This is an optimization exercise on Yosys and OpenROAD, whose aim is small area, a short achievable clock period and few clock cycles per item, not a production implementation.
Only simulation tests tie the RTL to the original design; equivalence was not proved.
Power and IR drop assume default switching activity.

<file path="flow/constraint.sdc">
create_clock -name core_clock -period 10.0 [get_ports {clk}]
set_input_delay 2.0000 -clock core_clock [delete_from_list [all_inputs] [get_ports {clk}]]
set_output_delay 2.0000 -clock core_clock [all_outputs]
set_load 0.01 [all_outputs]
</file>
<file path="flow/flow/run.sh">
#!/bin/bash
# The standard layout (standard.sh, its synthesis unchanged) with two changes to how the layout
# is made: the port buffers are buf_2 cells, and timing repair works until the setup slack reaches
# SETUP_SLACK_MARGIN, well above zero at the 10 ns clock. The tools' output goes to standard.log.
set -euo pipefail
export SETUP_SLACK_MARGIN=7.0
export BUFFER_PORTS_ARGS="-buffer_cell sky130_fd_sc_hd__buf_2"
bash standard.sh > standard.log 2>&1
</file>
<file path="flow/config.mk">
export PLATFORM = sky130hd
export DESIGN_NAME = aes_dec_top
export DESIGN_NICKNAME = aes_dec_top
export VERILOG_FILES = /design/flow/design.v
export SDC_FILE = /design/flow/constraint.sdc
export NUM_CORES = 8
export LEC_CHECK = 0
export CAP_MARGIN = 20
export CORE_MARGIN = 2
export CORE_UTILIZATION = 60
export CTS_CLUSTER_DIAMETER = 100
export CTS_CLUSTER_SIZE = 25
export SLEW_MARGIN = 20
export TNS_END_PERCENT = 5
</file>
<file path="flow/standard.sh">
#!/bin/bash
# synth_recipe.tcl (not shown) runs the flow's synth.tcl, then flattens the netlist and writes it again
# the make line also repeats each setting of config.mk as NAME=value (left out here)
make -C /OpenROAD-flow-scripts/flow DESIGN_CONFIG=/design/flow/config.mk WORK_HOME=/design/flow/orfs CLKGATE_MAP_FILE= SYNTH_SCRIPT=/design/flow/synth_recipe.tcl "${@:-finish}"
</file>
<file path="flow/design.v">
`default_nettype none
module aes_tmi_byte
(
    input  wire [7:0] i,
    output wire [7:0] o
);
    wire t1 = i[4] ^ i[5];
    wire t2 = i[1] ^ i[2];
    wire t3 = i[7] ^ t2;
    wire t4 = i[3] ^ t1;
    assign o[0] = i[1];
    assign o[1] = i[1] ^ t1;
    assign o[2] = i[2] ^ t1;
    wire t5 = i[0] ^ i[4];
    assign o[3] = t2 ^ t5;
    assign o[4] = t4;
    assign o[5] = t3 ^ t4;
    wire t6 = i[0] ^ t1;
    assign o[6] = t3 ^ t6;
    assign o[7] = i[6] ^ t3;
endmodule
module aes_g_byte
(
    input  wire [7:0] i,
    output wire [7:0] o
);
    wire t1 = i[1] ^ i[5];
    wire t2 = i[2] ^ i[3];
    wire t3 = i[6] ^ t1;
    wire t4 = i[5] ^ i[7];
    wire t5 = i[3] ^ t3;
    wire t6 = i[0] ^ i[6];
    assign o[0] = t2 ^ t6;
    assign o[1] = i[4] ^ t4;
    assign o[2] = i[7] ^ t5;
    assign o[3] = t5;
    wire t7 = i[7] ^ t1;
    assign o[4] = t2 ^ t7;
    assign o[5] = i[4] ^ t3;
    assign o[6] = t2;
    assign o[7] = t4;
endmodule
module aes_tinv_byte
(
    input  wire [7:0] i,
    output wire [7:0] o
);
    wire t1 = i[1] ^ i[7];
    wire t2 = i[2] ^ i[3];
    wire t3 = i[5] ^ t1;
    wire t4 = i[4] ^ i[6];
    wire t5 = t2 ^ t3;
    wire t6 = i[3] ^ t3;
    wire t7 = i[0] ^ i[4];
    assign o[0] = t7 ^ t5;
    assign o[1] = i[7] ^ t4;
    assign o[2] = i[6] ^ t6;
    assign o[3] = t6;
    assign o[4] = t1;
    assign o[5] = i[7] ^ t2;
    assign o[6] = t4 ^ t5;
    assign o[7] = t2;
endmodule
module aes_lin_col
(
    input  wire [31:0] i,
    output wire [31:0] o
);
    wire t1 = i[0] ^ i[28];
    wire t2 = i[16] ^ i[21];
    wire t3 = i[4] ^ i[8];
    wire t4 = i[20] ^ i[24];
    wire t5 = i[13] ^ i[29];
    wire t6 = i[5] ^ i[12];
    wire t7 = i[1] ^ i[26];
    wire t8 = i[2] ^ i[9];
    wire t9 = i[10] ^ i[17];
    wire t10 = i[18] ^ i[25];
    wire t11 = i[6] ^ i[31];
    wire t12 = i[15] ^ i[22];
    wire t13 = i[11] ^ i[14];
    wire t14 = i[23] ^ i[30];
    wire t15 = i[3] ^ i[19];
    wire t16 = i[7] ^ i[27];
    wire t17 = t2 ^ t6;
    wire t18 = t4 ^ t5;
    wire t19 = i[29] ^ i[31];
    wire t20 = i[13] ^ i[15];
    wire t21 = t8 ^ t10;
    wire t22 = i[24] ^ t1;
    wire t23 = t7 ^ t9;
    wire t24 = i[0] ^ t3;
    wire t25 = i[5] ^ t14;
    wire t26 = t15 ^ t21;
    wire t27 = i[3] ^ i[16];
    wire t28 = i[12] ^ i[27];
    wire t29 = i[7] ^ i[8];
    wire t30 = i[14] ^ i[23];
    wire t31 = i[9] ^ t4;
    wire t32 = t3 ^ t5;
    wire t33 = i[11] ^ t2;
    wire t34 = i[2] ^ t12;
    wire t35 = i[18] ^ t11;
    wire t36 = t13 ^ t17;
    wire t37 = i[19] ^ i[22];
    wire t38 = i[4] ^ i[17];
    wire t39 = i[0] ^ i[26];
    wire t40 = i[1] ^ i[25];
    wire t41 = i[21] ^ i[27];
    wire t42 = i[13] ^ i[20];
    wire t43 = i[17] ^ i[19];
    wire t44 = i[21] ^ i[25];
    wire t45 = i[7] ^ i[17];
    wire t46 = i[16] ^ i[28];
    wire t47 = i[21] ^ i[28];
    wire t48 = t8 ^ t28;
    wire t49 = i[5] ^ t16;
    wire t50 = t1 ^ t10;
    wire t51 = t9 ^ t19;
    wire t52 = t6 ^ t29;
    wire t53 = t3 ^ t7;
    wire t54 = i[6] ^ t2;
    wire t55 = t13 ^ t37;
    wire t56 = i[8] ^ t14;
    wire t57 = i[20] ^ t1;
    wire t58 = i[7] ^ t8;
    wire t59 = t1 ^ t41;
    wire t60 = i[30] ^ t11;
    wire t61 = t18 ^ t25;
    wire t62 = i[12] ^ t31;
    wire t63 = i[10] ^ t25;
    wire t64 = t22 ^ t30;
    wire t65 = i[24] ^ t35;
    wire t66 = i[22] ^ t24;
    wire t67 = t33 ^ t63;
    wire t68 = t16 ^ t36;
    wire t69 = i[20] ^ t19;
    wire t70 = t40 ^ t6;
    wire t71 = t69 ^ t70;
    assign o[0] = t66 ^ t71;
    wire t72 = i[25] ^ t12;
    wire t73 = t43 ^ t53;
    wire t74 = t57 ^ t72;
    assign o[1] = t73 ^ t74;
    wire t75 = i[23] ^ i[4];
    wire t76 = t19 ^ t39;
    wire t77 = t75 ^ t76;
    assign o[2] = t77 ^ t68;
    wire t78 = i[14] ^ t16;
    wire t79 = t43 ^ t5;
    wire t80 = t78 ^ t79;
    assign o[3] = t65 ^ t80;
    wire t81 = i[15] ^ i[1];
    wire t82 = t30 ^ t81;
    wire t83 = t18 ^ t24;
    wire t84 = t54 ^ t58;
    wire t85 = t82 ^ t83;
    assign o[4] = t84 ^ t85;
    wire t86 = i[26] ^ t22;
    wire t87 = t55 ^ t58;
    assign o[5] = t86 ^ t87;
    wire t88 = t4 ^ t47;
    wire t89 = t51 ^ t88;
    assign o[6] = t26 ^ t89;
    wire t90 = i[30] ^ i[3];
    wire t91 = i[6] ^ t90;
    wire t92 = t23 ^ t32;
    wire t93 = t91 ^ t92;
    assign o[7] = t68 ^ t93;
    wire t94 = i[1] ^ i[30];
    wire t95 = i[9] ^ t42;
    wire t96 = t46 ^ t94;
    wire t97 = t52 ^ t95;
    assign o[8] = t96 ^ t97;
    wire t98 = t14 ^ t3;
    wire t99 = t40 ^ t46;
    wire t100 = t48 ^ t98;
    assign o[9] = t99 ^ t100;
    wire t101 = i[31] ^ t15;
    wire t102 = t101 ^ t18;
    wire t103 = t34 ^ t52;
    assign o[10] = t102 ^ t103;
    wire t104 = i[14] ^ i[3];
    wire t105 = t104 ^ t12;
    wire t106 = t39 ^ t44;
    wire t107 = t105 ^ t106;
    assign o[11] = t49 ^ t107;
    wire t108 = i[8] ^ i[9];
    wire t109 = t108 ^ t12;
    wire t110 = t109 ^ t17;
    wire t111 = t51 ^ t110;
    assign o[12] = t64 ^ t111;
    wire t112 = i[19] ^ i[27];
    wire t113 = i[30] ^ t112;
    wire t114 = t9 ^ t113;
    wire t115 = t24 ^ t34;
    assign o[13] = t114 ^ t115;
    wire t116 = i[11] ^ i[29];
    wire t117 = i[4] ^ t116;
    wire t118 = t117 ^ t23;
    wire t119 = t49 ^ t50;
    assign o[14] = t118 ^ t119;
    wire t120 = i[6] ^ t12;
    wire t121 = t120 ^ t18;
    wire t122 = t121 ^ t26;
    assign o[15] = t36 ^ t122;
    wire t123 = i[28] ^ t20;
    wire t124 = t38 ^ t123;
    wire t125 = t31 ^ t54;
    assign o[16] = t124 ^ t125;
    wire t126 = i[1] ^ i[4];
    wire t127 = t11 ^ t126;
    wire t128 = t27 ^ t9;
    wire t129 = t127 ^ t128;
    assign o[17] = t129 ^ t62;
    wire t130 = t16 ^ t20;
    wire t131 = t130 ^ t57;
    assign o[18] = t131 ^ t67;
    wire t132 = i[11] ^ i[1];
    wire t133 = i[3] ^ t132;
    wire t134 = t5 ^ t133;
    wire t135 = t34 ^ t56;
    assign o[19] = t134 ^ t135;
    wire t136 = i[16] ^ i[31];
    wire t137 = t10 ^ t136;
    wire t138 = t45 ^ t137;
    wire t139 = t138 ^ t61;
    assign o[20] = t66 ^ t139;
    wire t140 = i[10] ^ i[6];
    wire t141 = t10 ^ t140;
    wire t142 = t27 ^ t28;
    wire t143 = t141 ^ t142;
    assign o[21] = t56 ^ t143;
    wire t144 = t20 ^ t6;
    wire t145 = t144 ^ t53;
    assign o[22] = t145 ^ t26;
    wire t146 = t23 ^ t55;
    wire t147 = t59 ^ t146;
    assign o[23] = t61 ^ t147;
    wire t148 = i[12] ^ i[29];
    wire t149 = t148 ^ t38;
    wire t150 = t44 ^ t149;
    assign o[24] = t150 ^ t64;
    wire t151 = t13 ^ t45;
    wire t152 = t151 ^ t50;
    assign o[25] = t152 ^ t62;
    wire t153 = i[15] ^ i[23];
    wire t154 = t15 ^ t153;
    wire t155 = t47 ^ t154;
    wire t156 = t32 ^ t155;
    assign o[26] = t65 ^ t156;
    wire t157 = i[19] ^ i[9];
    wire t158 = t11 ^ t157;
    assign o[27] = t158 ^ t67;
    wire t159 = i[25] ^ t20;
    wire t160 = t29 ^ t7;
    wire t161 = t159 ^ t160;
    wire t162 = t17 ^ t22;
    wire t163 = t60 ^ t161;
    assign o[28] = t162 ^ t163;
    wire t164 = t13 ^ t27;
    wire t165 = t4 ^ t7;
    wire t166 = t164 ^ t165;
    assign o[29] = t35 ^ t166;
    wire t167 = i[23] ^ t42;
    wire t168 = t167 ^ t23;
    wire t169 = t33 ^ t48;
    assign o[30] = t168 ^ t169;
    wire t170 = i[22] ^ i[5];
    wire t171 = t170 ^ t32;
    wire t172 = t59 ^ t60;
    wire t173 = t171 ^ t172;
    assign o[31] = t26 ^ t173;
endmodule
module aes_norm_byte
(
    input  wire [7:0] z,
    output wire [3:0] d
);
    wire n9 = z[0] ^ z[2];
    wire n10 = z[6] ^ n9;
    wire n11 = z[2] ^ z[5];
    wire n12 = z[6] ^ n11;
    wire n13 = z[7] ^ n12;
    wire n14 = z[1] ^ z[3];
    wire n15 = z[5] ^ n14;
    wire n16 = z[3] ^ z[4];
    wire n17 = z[6] ^ n16;
    wire n18 = z[7] ^ n17;
    wire n19 = z[0] & z[4];
    wire n20 = z[1] & z[4];
    wire n21 = z[0] & z[5];
    wire n22 = n20 ^ n21;
    wire n23 = z[2] & z[4];
    wire n24 = z[1] & z[5];
    wire n25 = z[0] & z[6];
    wire n26 = n23 ^ n24;
    wire n27 = n25 ^ n26;
    wire n28 = z[3] & z[4];
    wire n29 = z[2] & z[5];
    wire n30 = z[1] & z[6];
    wire n31 = z[0] & z[7];
    wire n32 = n28 ^ n29;
    wire n33 = n30 ^ n31;
    wire n34 = n32 ^ n33;
    wire n35 = z[3] & z[5];
    wire n36 = z[2] & z[6];
    wire n37 = z[1] & z[7];
    wire n38 = n35 ^ n36;
    wire n39 = n37 ^ n38;
    wire n40 = z[3] & z[6];
    wire n41 = z[2] & z[7];
    wire n42 = n40 ^ n41;
    wire n43 = z[3] & z[7];
    wire n44 = n19 ^ n39;
    wire n45 = n22 ^ n42;
    wire n46 = n39 ^ n45;
    wire n47 = n27 ^ n43;
    wire n48 = n42 ^ n47;
    wire n49 = n34 ^ n43;
    wire n50 = n10 ^ n44;
    wire n51 = n13 ^ n46;
    wire n52 = n15 ^ n48;
    wire n53 = n18 ^ n49;
    assign d[0] = n50;
    assign d[1] = n51;
    assign d[2] = n52;
    assign d[3] = n53;
endmodule
module aes_s1_byte
(
    input  wire [7:0] z,
    input  wire [3:0] d,
    output wire [7:0] o
);
    wire [3:0] th;
    assign th[0] = (d == 4'd1) | (d == 4'd2) | (d == 4'd4) | (d == 4'd5) | (d == 4'd6) | (d == 4'd8) | (d == 4'd11) | (d == 4'd14);
    assign th[1] = (d == 4'd3) | (d == 4'd5) | (d == 4'd6) | (d == 4'd7) | (d == 4'd8) | (d == 4'd9) | (d == 4'd12) | (d == 4'd14);
    assign th[2] = (d == 4'd3) | (d == 4'd4) | (d == 4'd6) | (d == 4'd7) | (d == 4'd8) | (d == 4'd10) | (d == 4'd11) | (d == 4'd13);
    assign th[3] = (d == 4'd2) | (d == 4'd3) | (d == 4'd4) | (d == 4'd5) | (d == 4'd8) | (d == 4'd10) | (d == 4'd12) | (d == 4'd15);
    wire m12 = th[0] & z[0];
    wire m13 = th[1] & z[0];
    wire m14 = th[0] & z[1];
    wire m15 = m13 ^ m14;
    wire m16 = th[2] & z[0];
    wire m17 = th[1] & z[1];
    wire m18 = th[0] & z[2];
    wire m19 = m16 ^ m17;
    wire m20 = m18 ^ m19;
    wire m21 = th[3] & z[0];
    wire m22 = th[2] & z[1];
    wire m23 = th[1] & z[2];
    wire m24 = th[0] & z[3];
    wire m25 = m21 ^ m22;
    wire m26 = m23 ^ m24;
    wire m27 = m25 ^ m26;
    wire m28 = th[3] & z[1];
    wire m29 = th[2] & z[2];
    wire m30 = th[1] & z[3];
    wire m31 = m28 ^ m29;
    wire m32 = m30 ^ m31;
    wire m33 = th[3] & z[2];
    wire m34 = th[2] & z[3];
    wire m35 = m33 ^ m34;
    wire m36 = th[3] & z[3];
    wire m37 = m12 ^ m32;
    wire m38 = m15 ^ m35;
    wire m39 = m32 ^ m38;
    wire m40 = m20 ^ m36;
    wire m41 = m35 ^ m40;
    wire m42 = m27 ^ m36;
    wire m43 = th[0] & z[4];
    wire m44 = th[1] & z[4];
    wire m45 = th[0] & z[5];
    wire m46 = m44 ^ m45;
    wire m47 = th[2] & z[4];
    wire m48 = th[1] & z[5];
    wire m49 = th[0] & z[6];
    wire m50 = m47 ^ m48;
    wire m51 = m49 ^ m50;
    wire m52 = th[3] & z[4];
    wire m53 = th[2] & z[5];
    wire m54 = th[1] & z[6];
    wire m55 = th[0] & z[7];
    wire m56 = m52 ^ m53;
    wire m57 = m54 ^ m55;
    wire m58 = m56 ^ m57;
    wire m59 = th[3] & z[5];
    wire m60 = th[2] & z[6];
    wire m61 = th[1] & z[7];
    wire m62 = m59 ^ m60;
    wire m63 = m61 ^ m62;
    wire m64 = th[3] & z[6];
    wire m65 = th[2] & z[7];
    wire m66 = m64 ^ m65;
    wire m67 = th[3] & z[7];
    wire m68 = m43 ^ m63;
    wire m69 = m46 ^ m66;
    wire m70 = m63 ^ m69;
    wire m71 = m51 ^ m67;
    wire m72 = m66 ^ m71;
    wire m73 = m58 ^ m67;
    assign o[0] = m37;
    assign o[1] = m39;
    assign o[2] = m41;
    assign o[3] = m42;
    assign o[4] = m68;
    assign o[5] = m70;
    assign o[6] = m72;
    assign o[7] = m73;
endmodule
module aes_inv_s1
(
    input  wire [127:0] x,
    input  wire [63:0]  d,
    input  wire [127:0] kg,
    output wire [127:0] a
);
    wire [127:0] q;
    aes_s1_byte u_0_0 (.z(x[127:120]), .d(d[63:60]), .o(q[127:120]));
    aes_s1_byte u_0_1 (.z(x[119:112]), .d(d[59:56]), .o(q[119:112]));
    aes_s1_byte u_0_2 (.z(x[111:104]), .d(d[55:52]), .o(q[111:104]));
    aes_s1_byte u_0_3 (.z(x[103:96]), .d(d[51:48]), .o(q[103:96]));
    aes_s1_byte u_1_0 (.z(x[95:88]), .d(d[47:44]), .o(q[95:88]));
    aes_s1_byte u_1_1 (.z(x[87:80]), .d(d[43:40]), .o(q[87:80]));
    aes_s1_byte u_1_2 (.z(x[79:72]), .d(d[39:36]), .o(q[79:72]));
    aes_s1_byte u_1_3 (.z(x[71:64]), .d(d[35:32]), .o(q[71:64]));
    aes_s1_byte u_2_0 (.z(x[63:56]), .d(d[31:28]), .o(q[63:56]));
    aes_s1_byte u_2_1 (.z(x[55:48]), .d(d[27:24]), .o(q[55:48]));
    aes_s1_byte u_2_2 (.z(x[47:40]), .d(d[23:20]), .o(q[47:40]));
    aes_s1_byte u_2_3 (.z(x[39:32]), .d(d[19:16]), .o(q[39:32]));
    aes_s1_byte u_3_0 (.z(x[31:24]), .d(d[15:12]), .o(q[31:24]));
    aes_s1_byte u_3_1 (.z(x[23:16]), .d(d[11:8]), .o(q[23:16]));
    aes_s1_byte u_3_2 (.z(x[15:8]), .d(d[7:4]), .o(q[15:8]));
    aes_s1_byte u_3_3 (.z(x[7:0]), .d(d[3:0]), .o(q[7:0]));
    assign a = q ^ kg;
endmodule
module aes_norms
(
    input  wire [127:0] x,
    output wire [63:0]  d
);
    aes_norm_byte n_0_0 (.z(x[127:120]), .d(d[63:60]));
    aes_norm_byte n_0_1 (.z(x[119:112]), .d(d[59:56]));
    aes_norm_byte n_0_2 (.z(x[111:104]), .d(d[55:52]));
    aes_norm_byte n_0_3 (.z(x[103:96]), .d(d[51:48]));
    aes_norm_byte n_1_0 (.z(x[95:88]), .d(d[47:44]));
    aes_norm_byte n_1_1 (.z(x[87:80]), .d(d[43:40]));
    aes_norm_byte n_1_2 (.z(x[79:72]), .d(d[39:36]));
    aes_norm_byte n_1_3 (.z(x[71:64]), .d(d[35:32]));
    aes_norm_byte n_2_0 (.z(x[63:56]), .d(d[31:28]));
    aes_norm_byte n_2_1 (.z(x[55:48]), .d(d[27:24]));
    aes_norm_byte n_2_2 (.z(x[47:40]), .d(d[23:20]));
    aes_norm_byte n_2_3 (.z(x[39:32]), .d(d[19:16]));
    aes_norm_byte n_3_0 (.z(x[31:24]), .d(d[15:12]));
    aes_norm_byte n_3_1 (.z(x[23:16]), .d(d[11:8]));
    aes_norm_byte n_3_2 (.z(x[15:8]), .d(d[7:4]));
    aes_norm_byte n_3_3 (.z(x[7:0]), .d(d[3:0]));
endmodule
module aes_inv_s2
(
    input  wire [127:0] a,
    output wire [127:0] y
);
    wire [127:0] v;
    aes_lin_col l_0 (.i({a[103:96], a[111:104], a[119:112], a[127:120]}), .o({v[103:96], v[111:104], v[119:112], v[127:120]}));
    aes_lin_col l_1 (.i({a[71:64], a[79:72], a[87:80], a[95:88]}), .o({v[71:64], v[79:72], v[87:80], v[95:88]}));
    aes_lin_col l_2 (.i({a[39:32], a[47:40], a[55:48], a[63:56]}), .o({v[39:32], v[47:40], v[55:48], v[63:56]}));
    aes_lin_col l_3 (.i({a[7:0], a[15:8], a[23:16], a[31:24]}), .o({v[7:0], v[15:8], v[23:16], v[31:24]}));
    assign y[127:120] = v[127:120];
    assign y[119:112] = v[23:16];
    assign y[111:104] = v[47:40];
    assign y[103:96] = v[71:64];
    assign y[95:88] = v[95:88];
    assign y[87:80] = v[119:112];
    assign y[79:72] = v[15:8];
    assign y[71:64] = v[39:32];
    assign y[63:56] = v[63:56];
    assign y[55:48] = v[87:80];
    assign y[47:40] = v[111:104];
    assign y[39:32] = v[7:0];
    assign y[31:24] = v[31:24];
    assign y[23:16] = v[55:48];
    assign y[15:8] = v[79:72];
    assign y[7:0] = v[103:96];
endmodule
module aes_z0
(
    input  wire [127:0] ct,
    input  wire [127:0] k10,
    output wire [127:0] z
);
    wire [127:0] t;
    aes_tmi_byte m_0_0 (.i(ct[127:120] ^ k10[127:120]), .o(t[127:120]));
    aes_tmi_byte m_0_1 (.i(ct[23:16] ^ k10[23:16]), .o(t[119:112]));
    aes_tmi_byte m_0_2 (.i(ct[47:40] ^ k10[47:40]), .o(t[111:104]));
    aes_tmi_byte m_0_3 (.i(ct[71:64] ^ k10[71:64]), .o(t[103:96]));
    aes_tmi_byte m_1_0 (.i(ct[95:88] ^ k10[95:88]), .o(t[95:88]));
    aes_tmi_byte m_1_1 (.i(ct[119:112] ^ k10[119:112]), .o(t[87:80]));
    aes_tmi_byte m_1_2 (.i(ct[15:8] ^ k10[15:8]), .o(t[79:72]));
    aes_tmi_byte m_1_3 (.i(ct[39:32] ^ k10[39:32]), .o(t[71:64]));
    aes_tmi_byte m_2_0 (.i(ct[63:56] ^ k10[63:56]), .o(t[63:56]));
    aes_tmi_byte m_2_1 (.i(ct[87:80] ^ k10[87:80]), .o(t[55:48]));
    aes_tmi_byte m_2_2 (.i(ct[111:104] ^ k10[111:104]), .o(t[47:40]));
    aes_tmi_byte m_2_3 (.i(ct[7:0] ^ k10[7:0]), .o(t[39:32]));
    aes_tmi_byte m_3_0 (.i(ct[31:24] ^ k10[31:24]), .o(t[31:24]));
    aes_tmi_byte m_3_1 (.i(ct[55:48] ^ k10[55:48]), .o(t[23:16]));
    aes_tmi_byte m_3_2 (.i(ct[79:72] ^ k10[79:72]), .o(t[15:8]));
    aes_tmi_byte m_3_3 (.i(ct[103:96] ^ k10[103:96]), .o(t[7:0]));
    assign z = t ^ {16{8'h55}};
endmodule
module aes_g_word
(
    input  wire [31:0] i,
    output wire [31:0] o
);
    aes_g_byte b0 (.i(i[31:24]), .o(o[31:24]));
    aes_g_byte b1 (.i(i[23:16]), .o(o[23:16]));
    aes_g_byte b2 (.i(i[15:8]), .o(o[15:8]));
    aes_g_byte b3 (.i(i[7:0]), .o(o[7:0]));
endmodule
module aes_tinv_word
(
    input  wire [31:0] i,
    output wire [31:0] o
);
    aes_tinv_byte b0 (.i(i[31:24]), .o(o[31:24]));
    aes_tinv_byte b1 (.i(i[23:16]), .o(o[23:16]));
    aes_tinv_byte b2 (.i(i[15:8]), .o(o[15:8]));
    aes_tinv_byte b3 (.i(i[7:0]), .o(o[7:0]));
endmodule
module aes_kc_word
(
    output wire [31:0] o
);
    assign o = 32'haeaeaeae;
endmodule
`default_nettype wire
`default_nettype none
module aes_round_key_store
(
    input  logic         clk,
    input  logic         key_we,
    input  logic [5:0]   key_addr,
    input  logic [31:0]  key_wdata,
    input  logic [9:0]   round_sel,    
    output logic [127:0] round_key,    
    output logic [127:0] last_key      
);
    logic [31:0] mem [44];
    logic [31:0] wdata_g;
    logic [31:0] kc;
    logic        pend_q;
    logic [5:0]  pend_addr_q;
    logic [31:0] pend_data_q;
    aes_g_word i_g (
        .i (pend_data_q),
        .o (wdata_g)
    );
    aes_kc_word i_kc (
        .o (kc)
    );
    always_ff @(posedge clk)
    begin
        pend_q      <= key_we && (key_addr < 6'd40);
        pend_addr_q <= key_addr;
        pend_data_q <= key_wdata;
    end
    always_ff @(posedge clk)
    begin
        for (int i = 0; i < 44; i++)
        begin
            if (i >= 40)
            begin
                if (key_we && (key_addr == 6'(i)))
                begin
                    mem[i] <= key_wdata;
                end
            end
            else if (pend_q && (pend_addr_q == 6'(i)))
            begin
                mem[i] <= (i >= 4) ? (wdata_g ^ kc) : wdata_g;
            end
        end
    end
    assign last_key = {mem[40], mem[41], mem[42], mem[43]};
    always_comb
    begin
        round_key = '0;
        for (int r = 0; r < 10; r++)
        begin
            if (round_sel[r])
            begin
                round_key = round_key | {mem[4 * r], mem[4 * r + 1], mem[4 * r + 2], mem[4 * r + 3]};
            end
        end
    end
endmodule
`default_nettype wire
`default_nettype none
module aes_dec_regs
(
    input  logic         clk,
    input  logic         reset,
    input  logic [11:0]  paddr,
    input  logic         psel,
    input  logic         penable,
    input  logic         pwrite,
    input  logic [31:0]  pwdata,
    output logic [31:0]  prdata,
    output logic         pready,
    output logic         pslverr,
    input  logic         fin,         
    input  logic [127:0] plaintext,   
    output logic         key_we,
    output logic [5:0]   key_addr,
    output logic [31:0]  key_wdata,
    output logic         start,
    output logic [127:0] ciphertext
);
    logic        busy;
    logic        done;
    logic        busy_n;
    logic        done_n;
    logic        key_hit;
    logic        din_hit;
    logic        ctrl_hit;
    logic        stat_hit;
    logic        dout_hit;
    logic        err_n;
    logic [31:0] rd_n;
    logic [31:0] prdata_q;
    logic        err_q;
    logic        wr_q;       
    logic        key_q;
    logic        din_q;
    logic        ctrl_q;
    logic [5:0]  widx_q;
    logic        we;
    logic [31:0] ct_word;
    logic [31:0] pt_word;
    logic [31:0] pt_std;
    assign busy_n = busy && !fin;
    assign done_n = done || fin;
    assign key_hit  = (paddr < 12'h0b0);
    assign din_hit  = (paddr[11:4] == 8'h10);
    assign ctrl_hit = (paddr[11:2] == 10'h044);
    assign stat_hit = (paddr[11:2] == 10'h045);
    assign dout_hit = (paddr[11:4] == 8'h12);
    assign err_n = !(key_hit || din_hit || ctrl_hit || stat_hit || dout_hit)
                   || (pwrite && busy_n && (key_hit || din_hit || ctrl_hit))
                   || (pwrite && (stat_hit || dout_hit));
    assign ct_word = ciphertext[127 - 32 * paddr[3:2] -: 32];
    assign pt_word = plaintext[127 - 32 * paddr[3:2] -: 32];
    aes_tinv_word i_pt_back (
        .i (pt_word),
        .o (pt_std)
    );
    always_comb
    begin
        rd_n = '0;  
        if (stat_hit)
        begin
            rd_n = {30'd0, done_n, busy_n};
        end
        else if (din_hit)
        begin
            rd_n = ct_word;
        end
        else if (dout_hit)
        begin
            rd_n = pt_std;
        end
    end
    always_ff @(posedge clk)
    begin
        prdata_q <= rd_n;
        err_q    <= err_n;
        wr_q     <= pwrite && !err_n;
        key_q    <= key_hit;
        din_q    <= din_hit;
        ctrl_q   <= ctrl_hit;
        widx_q   <= paddr[7:2];
    end
    assign prdata  = prdata_q;
    assign pslverr = err_q;
    assign pready  = 1'b1;  
    assign we        = psel && penable && wr_q;
    assign key_we    = we && key_q;
    assign key_addr  = widx_q;
    assign key_wdata = pwdata;
    assign start     = we && ctrl_q && pwdata[0];
    always_ff @(posedge clk)
    begin
        if (we && din_q)
        begin
            ciphertext[127 - 32 * widx_q[1:0] -: 32] <= pwdata;
        end
    end
    always_ff @(posedge clk)
    begin
        if (reset)
        begin
            busy <= 1'b0;
            done <= 1'b0;
        end
        else if (start)
        begin
            busy <= 1'b1;
            done <= 1'b0;
        end
        else if (fin)
        begin
            busy <= 1'b0;
            done <= 1'b1;
        end
    end
endmodule
`default_nettype wire
`default_nettype none
module aes_dec_engine
(
    input  logic         clk,
    input  logic         reset,
    input  logic         start,
    input  logic [127:0] ciphertext,
    input  logic [127:0] last_key,
    input  logic [127:0] round_key,
    output logic [9:0]   round_sel,   
    output logic         fin,         
    output logic [127:0] plaintext
);
    logic         run;
    logic         ph;        
    logic [9:0]   rsel;      
    logic         pend_q;
    logic         z_ok_q;    
    logic         go;
    logic [127:0] state_q;
    logic [63:0]  norm_q;    
    logic [127:0] state_d;
    logic [63:0]  norm_d;
    logic [127:0] a_q;
    logic [127:0] z0;
    logic [127:0] s1_out;
    logic [127:0] s2_out;
    assign round_sel = rsel;
    assign plaintext = a_q;
    aes_z0 i_z0 (
        .ct  (ciphertext),
        .k10 (last_key),
        .z   (z0)
    );
    aes_inv_s1 i_s1 (
        .x  (state_q),
        .d  (norm_q),
        .kg (round_key),
        .a  (s1_out)
    );
    aes_inv_s2 i_s2 (
        .a (a_q),
        .y (s2_out)
    );
    assign go  = (start || pend_q) && z_ok_q && !run;
    assign fin = run && ph && rsel[0];
    assign state_d = run ? s2_out : z0;
    aes_norms i_norms (
        .x (state_d),
        .d (norm_d)
    );
    always_ff @(posedge clk)
    begin
        state_q <= state_d;
        norm_q  <= norm_d;
        if (go || (run && !ph))
        begin
            a_q <= s1_out;
        end
    end
    always_ff @(posedge clk)
    begin
        if (reset)
        begin
            run    <= 1'b0;
            ph     <= 1'b0;
            rsel   <= 10'b10_0000_0000;
            pend_q <= 1'b0;
            z_ok_q <= 1'b0;
        end
        else
        begin
            pend_q <= (start || pend_q) && !go;
            z_ok_q <= !run;
            if (go)
            begin
                run  <= 1'b1;
                ph   <= 1'b1;
                rsel <= 10'b01_0000_0000;
            end
            else if (run)
            begin
                ph <= !ph;
                if (!ph)
                begin
                    if (rsel[0])
                    begin
                        run  <= 1'b0;
                        rsel <= 10'b10_0000_0000;
                    end
                    else
                    begin
                        rsel <= rsel >> 1;
                    end
                end
            end
        end
    end
endmodule
`default_nettype wire
`default_nettype none
module aes_dec_top
(
    input  logic        clk,
    input  logic        reset,
    input  logic [11:0] paddr,
    input  logic        psel,
    input  logic        penable,
    input  logic        pwrite,
    input  logic [31:0] pwdata,
    output logic [31:0] prdata,
    output logic        pready,
    output logic        pslverr
);
    logic         key_we;
    logic [5:0]   key_addr;
    logic [31:0]  key_wdata;
    logic         start;
    logic         fin;
    logic [127:0] ciphertext;
    logic [127:0] plaintext;
    logic [127:0] round_key;
    logic [127:0] last_key;
    logic [9:0]   round_sel;
    aes_dec_regs i_aes_dec_regs (
        .clk        (clk),
        .reset      (reset),
        .paddr      (paddr),
        .psel       (psel),
        .penable    (penable),
        .pwrite     (pwrite),
        .pwdata     (pwdata),
        .prdata     (prdata),
        .pready     (pready),
        .pslverr    (pslverr),
        .fin        (fin),
        .plaintext  (plaintext),
        .key_we     (key_we),
        .key_addr   (key_addr),
        .key_wdata  (key_wdata),
        .start      (start),
        .ciphertext (ciphertext)
    );
    aes_round_key_store i_aes_round_key_store (
        .clk       (clk),
        .key_we    (key_we),
        .key_addr  (key_addr),
        .key_wdata (key_wdata),
        .round_sel (round_sel),
        .round_key (round_key),
        .last_key  (last_key)
    );
    aes_dec_engine i_aes_dec_engine (
        .clk        (clk),
        .reset      (reset),
        .start      (start),
        .ciphertext (ciphertext),
        .last_key   (last_key),
        .round_key  (round_key),
        .round_sel  (round_sel),
        .fin        (fin),
        .plaintext  (plaintext)
    );
endmodule
`default_nettype wire
</file>
==> run summary, run 1 <==
Worst setup path:
- The required time of the critical path is 8.00 ns.
- The setup check on the worst reg-to-reg path leaves a slack of 6.67 ns.
- The setup path with the least slack is of type reg -> out.
- The critical path goes through buf_2.
- In this run the worst path has a maximum fanout of 1.
- The library cell contributing the largest single delay on the critical path is sky130_fd_sc_hd__dfxtp_1.
- The launching instance or port of the critical path is i_aes_dec_regs.prdata_q[9].
- STA classifies the critical path endpoint as an output pin.
- In this run the critical register-to-register path is captured at i_aes_dec_engine.a_q[127].
- Counting both buffers and inverters, the worst setup path holds a total of 1.
- In this run the critical register-to-register path is launched from i_aes_dec_engine.rsel[6].
- The timing endpoint of the critical path is prdata[9].
- The largest single stage delay on the critical path is 0.43 ns.
- Measured in cells, the most critical reg-to-reg path has a length of 8.
- The number of cells on the critical path is 1.
- The type of element launching the critical path is a flip-flop.
- The data arrival time of the worst path is 1.39 ns.
- In this design, the largest share of critical-path delay is due to flip-flops.

Die:
- The count of boundary I/O pins is 83.
- The floorplan has 146 rows.
- The total area inside the core boundary comes to 159000 µm².
- The die width is 404 µm.
- The floorplan step defined a die boundary enclosing 164000 µm².
- Once the floorplan was initialized, standard cells occupied 60.6% of the core.
- In this run the vertical extent of the chip is 404 µm.

Finish:
- The leading cell type in the layout, fill and taps excluded is sky130_fd_sc_hd__edfxtp_1.
- Measured on the finished design, the core utilization comes to 69.1%.
- Leaving out fill and tap cells, the most frequent cells in the layout are sky130_fd_sc_hd__edfxtp_1, sky130_fd_sc_hd__xnor2_1, sky130_fd_sc_hd__nand2_1, sky130_fd_sc_hd__buf_4, sky130_fd_sc_hd__a22oi_1.
- From synthesis to final layout, the design area changed by 14.0%.
- The filler cell count is 11.1k.
- The net count of the finished layout is 7817.
- The share of layout cells above drive strength 1 is 17.7%.

Logic synthesis:
- Synthesis produced a netlist with a net count of 7471.
- The number of warnings issued by yosys is 4.
- The synthesized design contains 1954 register bits.
- The mapped netlist covers 96200 µm².
- In the synthesized netlist, the number of instances is 7383.
- Of all flip-flops after synthesis, the portion carrying an async set or reset was 0%.
- Counting flops with a built-in enable in the synthesized netlist gives 1664.
- Counting distinct cell types in the post-synthesis netlist gives 78.
- After synthesis, the cell types taking the most area are sky130_fd_sc_hd__edfxtp_1, sky130_fd_sc_hd__xnor2_1, sky130_fd_sc_hd__dfxtp_1.
- Summed over all instances, the cell type with the most area after synthesis is sky130_fd_sc_hd__edfxtp_1.
- The per-instance average area after synthesis is 13.0 µm².
- In this run the biggest area consumer among cell types represents 51.9% of the synthesized area.
- After synthesis, flip-flops and latches occupy 58.0% of the total area.
- Among all flip-flop cells after synthesis, the most frequent one is sky130_fd_sc_hd__edfxtp_1.

Clock network:
- The number of buffers inserted during clock tree synthesis is 89.
- The source-to-sink clock delay at the later pin of the worst-skew pair is 0.79 ns.
- In this run the deepest clock path goes through 3 buffers.
- TritonCTS built the clock tree.
- The level count of the clock H-tree is 3.
- The root buffer cell is sky130_fd_sc_hd__clkbuf_16.
- The clock-pin slew of the registers on the worst-case setup and hold paths is 0.10 ns.
- The number of sinks driven by the clock tree is 1954.

Global route:
- The all-layer global routing usage is 37.9%.
- The number of antenna violations at the first check in global routing is 21.
- The largest net degree at the start of global routing is 87.
- The via count of the first global-routing pass is 58.5k.
- Global routing finished with a remaining overflow of 0.
- The first global-routing pass estimated 437 mm of wire.

Pwr:
- The internal portion of the total power is 10900 µW.
- The total power is 14100 µW.
- The cell area power density is 128 nW/µm².
- The largest vdd supply drop is 257 µV.
- The switching fraction of total power is 22.3%.
- The portion of total power attributed to combinational logic is 5.0%.
- Sequential cells account for 64.4% of the total power.
- The part of the total power dissipated in the clock network is 30.6%.
- Summed over all nets, the switching power comes to 3140 µW.
- The analysis attributes to cell leakage a power of 0.0383 µW.

Timing:
- Of the available clock period, the critical path in the final layout requires 33.9%.
- The post-route setup TNS is 0 ns.
- Across the routed clock network, the largest skew measured is 0.0682 ns.
- The maximum operating frequency is 0.295 GHz.
- The post-route minimum period is 3.39 ns.
- At the pin with the least slew margin, the transition time is 1.17 ns.
- The relative max-transition margin is 21.9%.
- The final count of pins violating max slew is 0.
- Setup repair after global routing could not meet its margin everywhere.
- The number of failing setup endpoints in the final timing report is 0.
- The worst hold slack after final layout is 0.390 ns.
- The number of hold violations in the final report is 0.

Route:
- The number of vias per cell is 6.46.
- The number of nets still failing antenna checks after routing is 0.
- The final routed DRC violation total is 0.
- The DRC violation total after the first TritonRoute iteration is 8544.
- The total detailed-routing wirelength is 320 mm.
- The average wire per standard cell is 32.4 µm.
- The first-pass iteration count of the detailed router is 8.
- The via count is 63.7k.

Placed design:
- The routability-driven placement congestion ratio is 0.968.
- Port buffering added 79 buffers.
- The wire-length estimate of the detail-placed layout is 205 mm.

Worst hold path:
- The min-delay analysis places its worst path in the category reg -> reg.
- The worst hold path begins at i_aes_dec_regs.widx_q[3].

Job:
- The max capacitance violation total is 0.

Status:
- The flow ran to the end and the layout has no timing, DRC or antenna violations.
[kinds of logic after synthesis]
logic type | count (synthesis) | synth area share, %
AND/OR/NAND/NOR | 1295 | 5.88
adder cells (fa/ha/maj) | 39 | 0.507
multiplexers | 175 | 2.86
other | 1 | 0.00390
buffers and inverters | 636 | 2.64
AO/OA/AOI/OAI | 1349 | 9.74
XOR/XNOR | 1934 | 20.4
flip-flops | 1954 | 58.0
[synth_stat cells, types with 18 or more instances]
master / number
sky130_fd_sc_hd__and2_1: 20
sky130_fd_sc_hd__a22o_1: 139
sky130_fd_sc_hd__a22oi_1: 437
sky130_fd_sc_hd__xnor2_1: 1312
sky130_fd_sc_hd__nand2_1: 776
sky130_fd_sc_hd__o21a_1: 28
sky130_fd_sc_hd__nand2b_1: 31
sky130_fd_sc_hd__mux2i_1: 63
sky130_fd_sc_hd__clkbuf_1: 249
sky130_fd_sc_hd__xor2_1: 419
sky130_fd_sc_hd__a32oi_1: 19
sky130_fd_sc_hd__nand4_1: 128
sky130_fd_sc_hd__dfxtp_1: 290
sky130_fd_sc_hd__mux2_2: 29
sky130_fd_sc_hd__xnor2_2: 23
sky130_fd_sc_hd__edfxtp_1: 1664
sky130_fd_sc_hd__o32ai_1: 18
sky130_fd_sc_hd__nand3_1: 28
sky130_fd_sc_hd__xor3_1: 20
sky130_fd_sc_hd__o21ai_0: 327
sky130_fd_sc_hd__a221oi_1: 136
sky130_fd_sc_hd__nor2b_1: 28
sky130_fd_sc_hd__nor3_1: 18
sky130_fd_sc_hd__nand3b_1: 22
sky130_fd_sc_hd__buf_2: 87
sky130_fd_sc_hd__nor2_1: 204
sky130_fd_sc_hd__mux4_2: 64
sky130_fd_sc_hd__ha_1: 39
sky130_fd_sc_hd__buf_1: 70
sky130_fd_sc_hd__xnor3_1: 151
sky130_fd_sc_hd__o21ai_1: 25
sky130_fd_sc_hd__a21oi_1: 124
sky130_fd_sc_hd__inv_1: 214
[registers in the layout, summed over array words and instances, names as in the netlist, 6 cells and up]
register	flops
i_aes_dec_engine.norm_q	64
i_aes_dec_engine.state_q	128
i_aes_dec_regs.prdata_q	32
i_aes_round_key_store.pend_addr_q	6
i_aes_dec_engine.a_q	128
i_aes_round_key_store.mem	1408
i_aes_round_key_store.pend_data_q	32
i_aes_dec_regs.widx_q	6
i_aes_dec_regs.ciphertext	128
i_aes_dec_engine.rsel	10
[how the worst min path moves through the flow]
stage / slack, ns / cells past startpoint / end
after global routing: 0.39 / 0 / i_aes_round_key_store.pend_addr_q[3]
after CTS: 0.38 / 0 / i_aes_round_key_store.pend_addr_q[3]
after global placement: 0.37 / 0 / i_aes_round_key_store.pend_addr_q[3]
final: 0.39 / 0 / i_aes_round_key_store.pend_addr_q[3]
after floorplan: 0.33 / 0 / i_aes_round_key_store.pend_addr_q[2]
after detailed placement: 0.37 / 0 / i_aes_round_key_store.pend_addr_q[3]
[through the flow]
stage / instances / setup slack, ns / cell area (µm²)
finish: 9868 / 6.61 / 110000
detailed placement: 9245 / 4.53 / 99000
global route: 9865 / 6.59 / 110000
global placement: 9245 / 4.55 / 99000
floorplan: 7383 / 6.06 / 96300
CTS: 9670 / 6.58 / 106000
[per-layer routing]
metal | vias to the layer above | global-route usage [%] | routed length [µm]
li1 | 27300 | - | -
met1 | 31900 | 52.6 | 123000
met2 | 3757 | 56.3 | 142000
met3 | 696 | 8.99 | 36300
met4 | 16 | 19.0 | 18900
met5 | - | 0 | 102
[final cells by class]
class / count / area (µm²) / area share [%]
repair inverters: 1 / 7.51 / 0.00685
inverters: 219 / 846 / 0.771
well taps: 2072 / 2590 / 2.36
clock buffers: 129 / 2390 / 2.18
repair buffers: 668 / 6080 / 5.55
clock inverters: 14 / 260 / 0.237
multi-input cells: 4796 / 41600 / 37.9
diodes: 15 / 37.5 / 0.0342
flip-flops and latches: 1954 / 55800 / 50.9
[repair_timing]
item                                    4_1_cts  5_1_grt
buffers inserted                            273      173
gates cloned                                  9        5
endpoints found under the setup margin      777      675
hold buffers                                  0        0
resized for setup                           318      308
pin swaps                                    58      100
[power by group through the flow]
stage	clock, µW	sequential, µW	combinational (µW)
2_1_floorplan	0	9250	292
3_3_place_gp	0	9260	602
3_5_place_dp	0	9260	623
4_1_cts	4340	9080	668
5_1_grt	4580	9080	730
6_report	4310	9070	700
Testbench counts, summed over its fixed seeds: cycles 6,912, blocks 192.
==> inputs of run 2 (changes only) <==
--- a/flow/design.v
+++ b/flow/design.v
@@ -737,4 +737,5 @@
     logic         z_ok_q;    
     logic         go;
+    logic         fin_q;     
     logic [127:0] state_q;
     logic [63:0]  norm_q;    
@@ -763,5 +764,5 @@
     );
     assign go  = (start || pend_q) && z_ok_q && !run;
-    assign fin = run && ph && rsel[0];
+    assign fin = fin_q;
     assign state_d = run ? s2_out : z0;
     aes_norms i_norms (
@@ -787,8 +788,10 @@
             pend_q <= 1'b0;
             z_ok_q <= 1'b0;
+            fin_q  <= 1'b0;
         end
         else
         begin
             pend_q <= (start || pend_q) && !go;
+            fin_q  <= run && !ph && rsel[0];
             z_ok_q <= !run;
             if (go)
--- a/flow/config.mk
+++ b/flow/config.mk
@@ -8,5 +8,5 @@
 export CAP_MARGIN = 20
 export CORE_MARGIN = 2
-export CORE_UTILIZATION = 60
+export CORE_UTILIZATION = 40
 export CTS_CLUSTER_DIAMETER = 100
 export CTS_CLUSTER_SIZE = 25
==> run summary, run 2 <==
Route:
- The via count is 62.2k (-2.4%).
- The number of vias per cell came to 5.70 (-12%).
- The DRC violation total after the first TritonRoute iteration is 8022 (-6.1%).
- The number of nets still failing antenna checks after routing is 0 (unchanged).
- The first-pass iteration count of the detailed router is 6 (-2).
- The total detailed-routing wirelength is 322 mm (+0.87%).
- The average wire per standard cell is 29.6 µm (-8.8%).
- The final routed DRC violation total is 0 (unchanged).

Placed design:
- The number of port buffers is 79 (unchanged).
- The routability-driven placement congestion ratio is 0.986 (+1.9%).
- The worst-case setup slack after placement is 4.77 ns (+0.245 ns).
- The estimated wirelength of the detail-placed design came to 205 mm (-0.25%).

Finish:
- The area occupied by multi-input gates came to 40700 µm² (-2.2%).
- The library cell used most frequently in the layout, excluding fill and tap cells, is sky130_fd_sc_hd__edfxtp_1.
- The share of layout cells above drive strength 1 was 16.2% (-1.5 points).
- The signed area change from the synthesized netlist to the final layout is 14.7%.
- The filler cell count was 20.9k (+88%).
- The footprint of the flip-flops and latches is 55800 µm² (about the same).
- The largest register by flop count is i_aes_round_key_store.mem.
- Leaving out fill and tap cells, the most frequent cells in the layout are sky130_fd_sc_hd__edfxtp_1, sky130_fd_sc_hd__xnor2_1, sky130_fd_sc_hd__nand2_1, sky130_fd_sc_hd__buf_4, sky130_fd_sc_hd__a22oi_1.
- The final net count is 7748 (-0.88%).
- The number of flip-flops under the largest register name was 1408 (unchanged).

Logic synthesis:
- The post-synthesis instance total is 7373 (-0.14%).
- Sorting the synthesized cells by area gives the leading types as sky130_fd_sc_hd__edfxtp_1, sky130_fd_sc_hd__xnor2_1, sky130_fd_sc_hd__dfxtp_1.
- By count the netlist is led by sky130_fd_sc_hd__edfxtp_1, sky130_fd_sc_hd__xnor2_1, sky130_fd_sc_hd__nand2_1.
- The async set-or-reset flop fraction in the synthesized netlist came to 0% (unchanged).
- The share of synthesized area spent on multiplexers is 2.80% (-0.054 points).
- The proportion of synthesized chip area in sequential cells is 58.3% (+0.27 points).
- The number of synthesized flops with an enable pin was 1664 (unchanged).
- The number of distinct library cell variants in the gate-level netlist after synthesis is 77 (-1.3%).
- The fraction of the mapped netlist area in simple logic gates came to 6.08% (+0.20 points).
- After synthesis, the largest family of logic cells by area is XOR/XNOR gates.
- The most common cell in the netlist is sky130_fd_sc_hd__edfxtp_1.
- The adder-cell share of the synthesized area is 0.510% (+0.0022 points).
- The synthesized-area fraction occupied by ao, oa, aoi and oai cells is 9.30% (-0.44 points).
- The number of warnings issued by yosys came to 4 (unchanged).
- The post-synthesis register bit count is 1955 (+0.051%).
- The per-instance average area after synthesis was 13.0 µm² (-0.30%).
- The cell taking the most area after synthesis is sky130_fd_sc_hd__edfxtp_1.
- The area share of the largest cell type after synthesis is 52.2% (+0.23 points).
- The post-synthesis instance area came to 95800 µm² (-0.43%).
- The parity-gate share of the synthesized area counting xor and xnor cells came to 20.4% (about the same).
- The synthesized net count is 7461 (-0.13%).
- The most used flip-flop cell after synthesis is sky130_fd_sc_hd__edfxtp_1.

Clock network:
- The level count of the clock H-tree is 3 (unchanged).
- The number of sinks driven by the clock tree is 1955 (+0.051%).
- The buffer depth of the longest clock path is 3 (unchanged).
- The number of buffers added to fix hold violations after cts is 0 (unchanged).
- The source-to-sink clock delay at the later pin of the worst-skew pair is 0.79 ns (about the same).
- Clock tree synthesis selected as its root buffer the cell sky130_fd_sc_hd__clkbuf_16.
- The number of buffers inserted during clock tree synthesis came to 92 (+3.4%).
- The clock-pin slew of the registers on the worst-case setup and hold paths came to 0.10 ns (about the same).
- TritonCTS built the clock tree.

Die:
- The effective utilization at floorplan is 40.2% (-20 points).
- The chip height was 493 µm (+22%).
- The die outline area is 243000 µm² (+49%).
- The die width is 493 µm (+22%).
- The standard-cell row count came to 179 (+23%).
- The area of the core region is 238000 µm² (+50%).
- The count of boundary I/O pins came to 83 (unchanged).

Worst setup path:
- The required time of the critical path is 10.40 ns (+2.40 ns).
- The length in cells of the worst reg-to-reg path is 10 (+2).
- The critical path is of the in -> reg type.
- STA classifies the critical path startpoint as an input pin.
- The biggest fanout along the worst timing path is 24 (+23).
- The data arrival time of the worst path was 3.90 ns (+2.51 ns).
- STA classifies the critical path endpoint as a flip-flop.

Global route:
- The leftover overflow at the end of global routing is 0 (unchanged).
- The global-route wire length before repair is 444 mm (+1.5%).
- The number of antenna violations at the first check in global routing came to 12 (-43%).
- The all-layer global routing usage is 25.5% (-12 points).
- The largest net degree at the start of global routing is 116 (+33%).
- The via count of the first global-routing pass is 58.0k (-0.94%).

Job:
- The max capacitance violation total is 0 (unchanged).

Timing:
- The post-route worst setup slack came to 6.50 ns (-0.102 ns).
- The final worst clock skew is 0.0412 ns (-0.0269 ns).
- The worst hold slack after final layout is 0.477 ns (+0.0863 ns).
- The fraction of the cycle the final worst path needs is 35.0% (+1.0 points).
- The final count of pins violating max slew is 0 (unchanged).
- The maximum operating frequency is 0.286 GHz (-2.9%).
- Setup repair after global routing could not meet its margin everywhere.
- The post-route minimum period is 3.50 ns (+0.102 ns).
- The relative max-transition margin came to 17.7% (-4.2 points).
- The pin slew with the least headroom to its limit is 1.23 ns (+0.0577 ns).
- The number of hold violations in the final report is 0 (unchanged).
- The number of failing setup endpoints in the final timing report came to 0 (unchanged).
- The post-route setup TNS is 0 ns (unchanged).

Pwr:
- The static leakage is 0.0381 µW (-0.68%).
- The largest vdd supply drop came to 161 µV (-37%).
- The cell area power density is 130 nW/µm² (+0.94%).

Worst hold path:
- The tightest min-delay check is of the reg -> reg type.
- The worst hold path stage count is 1 (+1).

Status:
- The flow ran to the end and the layout has no timing, DRC or antenna violations.
run 2: cell count changes in the layout (fill, tap and decap cells not counted), moves of 17 or more:
cell and change:
sky130_fd_sc_hd__buf_6 -20, sky130_fd_sc_hd__o21ai_0 -40, sky130_fd_sc_hd__clkbuf_1 +21, sky130_fd_sc_hd__inv_1 +19, sky130_fd_sc_hd__mux2i_4 -17, sky130_fd_sc_hd__nand2_1 +46
sky130_fd_sc_hd__nor2_1 +17, sky130_fd_sc_hd__xor2_1 +29, sky130_fd_sc_hd__buf_4 -56, sky130_fd_sc_hd__a21oi_1 +28, sky130_fd_sc_hd__a22oi_1 -18
run 2: logic make-up (layout without fill, tap and decap cells):
logic type	after synthesis	count (layout)
adder cells (fa/ha/maj)	39	39
XOR/XNOR	1938	1938
AO/OA/AOI/OAI	1283	1283
AND/OR/NAND/NOR	1338	1342
flip-flops	1955	1955
buffers and inverters	641	1003
other	1	7
multiplexers	178	178
run 2: worst max-delay path, stage by stage:
cell and delay, ns:
sky130_fd_sc_hd__buf_2 0.08, sky130_fd_sc_hd__and3_4 0.25, sky130_fd_sc_hd__nand2_1 0.08, sky130_fd_sc_hd__nor4_2 0.56, sky130_fd_sc_hd__and2_2 0.44, sky130_fd_sc_hd__buf_4 0.45
run 2: metal layers:
metal / track usage [%] / wire (µm) / vias to the layer above
li1: - / - / 27100
met1: 36.6 / 136000 / 31600
met2: 38.6 / 143000 / 3079
met3: 3.96 / 28200 / 440
met4: 10.5 / 15100 / 2
met5: 0 / 13 / -
run 2: through the flow:
stage	cell area, µm²	total power [µW]	utilization, %	std cells
floorplan	95800	9560	-	7373
global placement	100000	9820	42.0	10300
detailed placement	100000	9850	42.0	10300
CTS	108000	14300	45.5	10800
global route	110000	14600	46.1	10900
finish	110000	14200	46.1	10900
run 2: final cells by class:
cell class / instances / share of cell area (%)
clock buffers: 154 / 2.34
flip-flops and latches: 1955 / 50.8
repair buffers: 597 / 5.03
diodes: 6 / 0.0137
clock inverters: 19 / 0.304
well taps: 3167 / 3.61
inverters: 233 / 0.817
multi-input cells: 4781 / 37.1
run 2: what timing repair did:
action                     CTS  global route
setup buffers              325            57
hold endpoints to repair     0             0
setup endpoints to repair  650           850
cloned                       6            11
gates resized for setup    388           104
pin swaps                  121            29
run 2: path summary, 6_finish.rpt:
path | startpoint | endpoint | slack (ns)
worst min-delay path | i_aes_dec_engine.ph | i_aes_dec_engine.ph | 0.48
worst max register to register | i_aes_dec_engine.a_q[100] | i_aes_dec_engine.norm_q[21] | 6.54
worst min register to register | i_aes_dec_engine.ph | i_aes_dec_engine.ph | 0.48
worst max-delay path | psel | i_aes_round_key_store.mem[43][8] | 6.50
run 2: where the power goes:
group	leakage (µW)	internal, µW	switching, µW
Combinational	0.0193	151	477
Clock	0.00137	1880	2650
Sequential	0.0174	9060	33.1
Total	0.0381	11100	3160
Testbench counts of run 2, summed over its fixed seeds: cycles 7,296, blocks 192.

[afterwards: timing with drivers on the ports]
The results above use ideal ports. As a check the final layouts listed here were re-extracted and re-timed, cells and wires unchanged. Step 1, drivers: a clkbuf_16 drives clk and a buf_2 each remaining input, both assumed. Step 2 adds t to the input delays and takes it off the output delays; t is the mean of the earliest and latest rising clock arrival at the registers after step 1. Input paths then give back, and output paths get back, about the clock's delay inside the block. Three values: no drivers, after step 1, after step 2; two values: the first two.
| run | t (ns) | slack for setup (ns) | hold WS [ns] |
|---|---|---|---|
| run 1 | 0.849 | 6.606 / 6.518 / 5.782 | 0.390 / 0.390 / 0.390 |
| run 2 | 0.865 | 6.504 / 6.458 / 5.679 | 0.477 / 0.477 / 0.477 |
After both steps every run listed still meets setup and hold. The setup slack of run 2, which loses most, moves by -0.046 ns with the drivers and by -0.825 ns with both steps.
